Context: an optimization exercise on an open-source flow, tuned for small area, a short achievable clock period and few clock cycles per item. The choices shown serve that exercise and are no tape-out recipe.
Function was checked by simulation only, so behaviour that the tests miss may differ from the original.

Design hash_table_linear_probe_top, start of the top module:
module hash_table_linear_probe_top (
  input  logic               clk_i,
  input  logic               rst_ni,
  input  logic               cfg_valid_i,
  output logic               cfg_ready_o,
  input  logic [htlp_pkg::ENTRY_W-1:0] cfg_load_limit_i,
  input  logic               in_valid_i,
  output logic               in_stall_o,
  input  logic [1:0]         func_i,
  input  logic [htlp_pkg::KEY_W-1:0]   key_i,
  input  logic [htlp_pkg::VAL_W-1:0]   value_i,
  input  logic [htlp_pkg::SLOT_W-1:0]  start_slot_i,
  output logic               out_valid_o,
  input  logic               out_stall_i,
  output logic [2:0]         status_o,
  output logic [htlp_pkg::VAL_W-1:0]   found_value_o,
  output logic [htlp_pkg::KEY_W-1:0]   found_key_o,
  output logic [htlp_pkg::SLOT_W-1:0]  slot_index_o,
  output logic [htlp_pkg::ENTRY_W-1:0] entry_total_o
);
export LEC_CHECK = 0
export ABC_CLOCK_PERIOD_IN_PS = 3300
export CAP_MARGIN = 30
export CORE_MARGIN = 2
export CORE_UTILIZATION = 40
export CTS_CLUSTER_DIAMETER = 100
export CTS_CLUSTER_SIZE = 20
export PLACE_DENSITY = 0.7
export SETUP_SLACK_MARGIN = 2.6
export SLEW_MARGIN = 25
create_clock -name core_clock -period 6.0 [get_ports {clk_i}]
run.sh (not shown) runs the stock make flow with config.mk's settings and CLKGATE_MAP_FILE= SYNTH_SCRIPT=/design/flow/synth_recipe.tcl, a recipe that flattens the netlist after the stock synthesis.
The baseline finished with timing, DRC and antenna clean.
Testbench counts at the start, summed over its fixed seeds: cycles 3,680, ops 3,520.
Next try:
- ABC_CLOCK_PERIOD_IN_PS: 3300 -> 2700
- CTS_CLUSTER_DIAMETER: 100 -> unset
- CTS_CLUSTER_SIZE: 20 -> unset
- SETUP_SLACK_MARGIN: 2.6 -> 3.3
Effect: Via count rose by a few percent. Setup slack improved by 460 ps. Fmax climbs by about a fifth. Register-to-register slack improved by 460 ps.
Next try:
- ABC_CLOCK_PERIOD_IN_PS: 2700 -> 3000
- CTS_CLUSTER_DIAMETER: unset -> 100
- CTS_CLUSTER_SIZE: unset -> 20
- SETUP_SLACK_MARGIN: 3.3 -> 2.9
What happened: Sequential share of layout area rises by 3.8 points. Global-route usage is lower by 0.67 points. Routed wire length is lower by about 2.2%. Critical path depth stays the same.
Next try:
- ABC_CLOCK_PERIOD_IN_PS: 3000 -> 2700
- CORE_UTILIZATION: 40 -> 35
- CTS_CLUSTER_DIAMETER: 100 -> unset
- CTS_CLUSTER_SIZE: 20 -> unset
- PLACE_DENSITY: 0.7 -> unset
- SETUP_SLACK_MARGIN: 2.9 -> 3.3
Outcome:
- routed wire length came out higher by a few percent
- sequential cell count does not change
- clock-buffer cell count rose by 129
- synthesized area does not change
- register-to-register slack gains 40 ps
- final area is higher by a few percent
- worst hold slack loses 140 ps
- critical path depth goes up by 3
- via count goes up slightly
Next try:
- ABC_CLOCK_PERIOD_IN_PS: 2700 -> 2400
- CORE_UTILIZATION: 35 -> 40
- CTS_CLUSTER_DIAMETER: unset -> 100
- CTS_CLUSTER_SIZE: unset -> 20
- PLACE_DENSITY: unset -> 0.7
- SETUP_SLACK_MARGIN: 3.3 -> 3.6
Effect: Synthesized cell count stays the same. Routed wire length came out higher by 4.2%. Cell count shrinks by 4.6%. Synthesized area does not change. Design area went up by 1.7%. Global-route usage rises by 6.8 points.
Next try:
==> flow/flow/run.sh (new file) <==
#!/bin/bash
# The standard layout (the standard.sh, standard synthesis included), with
# plain buffers (buf_4) instead of the default delay cells on the port buffers.
set -uo pipefail
bash standard.sh "BUFFER_PORTS_ARGS=-buffer_cell sky130_fd_sc_hd__buf_4" finish > make_finish.log 2>&1
==> flow/standard.sh (new file) <==
#!/bin/bash
# synth_recipe.tcl (not shown) runs the flow's synth.tcl, then flattens the netlist and writes it again
# the make line also repeats each setting of config.mk as NAME=value (left out here)
make -C /OpenROAD-flow-scripts/flow DESIGN_CONFIG=/design/flow/config.mk WORK_HOME=/design/flow/orfs CLKGATE_MAP_FILE= SYNTH_SCRIPT=/design/flow/synth_recipe.tcl "${@:-finish}"
- ABC_CLOCK_PERIOD_IN_PS: 2400 -> 2700
- CORE_UTILIZATION: 40 -> 35
- CTS_CLUSTER_DIAMETER: 100 -> unset
- CTS_CLUSTER_SIZE: 20 -> unset
- PLACE_DENSITY: 0.7 -> unset
- SETUP_SLACK_MARGIN: 3.6 -> 3.3
removed: flow/run.sh
After rerunning:
- worst setup slack got worse by 160 ps
- routed wire length came out lower by a little under a tenth
- synthesized cell count does not change

==> re-timing with driven ports <==
How much do the figures lean on ideal ports? The routed layouts below were timed once more, with nothing changed but the port constraints.
Step 1 sets driving cells, clkbuf_16 on the clock port and buf_2 on the other inputs (assumed; they add their load-dependent delay and slew).
Step 2, shift: input delay + t, output delay - t, t = (earliest + latest rising clock arrival at the registers) / 2. This alone moves slack from input paths to output paths.
a / b / c = no drivers / after step 1 / after step 2; a / b = the first two.
run | t (ns) | slack for setup (ns) | clock arrival spread, ns | worst register clock-pin slew, ns | pins driven straight from the clock port
the first run | 0.958 | 2.374 / 2.374 / 1.836 | 0.080 / 0.081 | 0.11 / 0.11 | 1
the second run | 1.022 | 2.837 / 2.837 / 2.406 | 0.085 / 0.085 | 0.07 / 0.07 | 1
the third run | 0.966 | 2.666 / 2.666 / 2.112 | 0.074 / 0.075 | 0.12 / 0.12 | 1
the fourth run | 1.042 | 2.702 / 2.702 / 2.420 | 0.117 / 0.117 | 0.07 / 0.07 | 1
the fifth run | 0.968 | 2.739 / 2.739 / 2.497 | 0.076 / 0.077 | 0.11 / 0.11 | 1
the sixth run | 1.038 | 2.579 / 2.579 / 2.444 | 0.101 / 0.101 | 0.08 / 0.08 | 1
After both steps setup and hold are still met in every run listed. For the third run, which loses most, drivers alone change the setup slack by 0.000 ns; drivers and shift together by -0.554 ns.
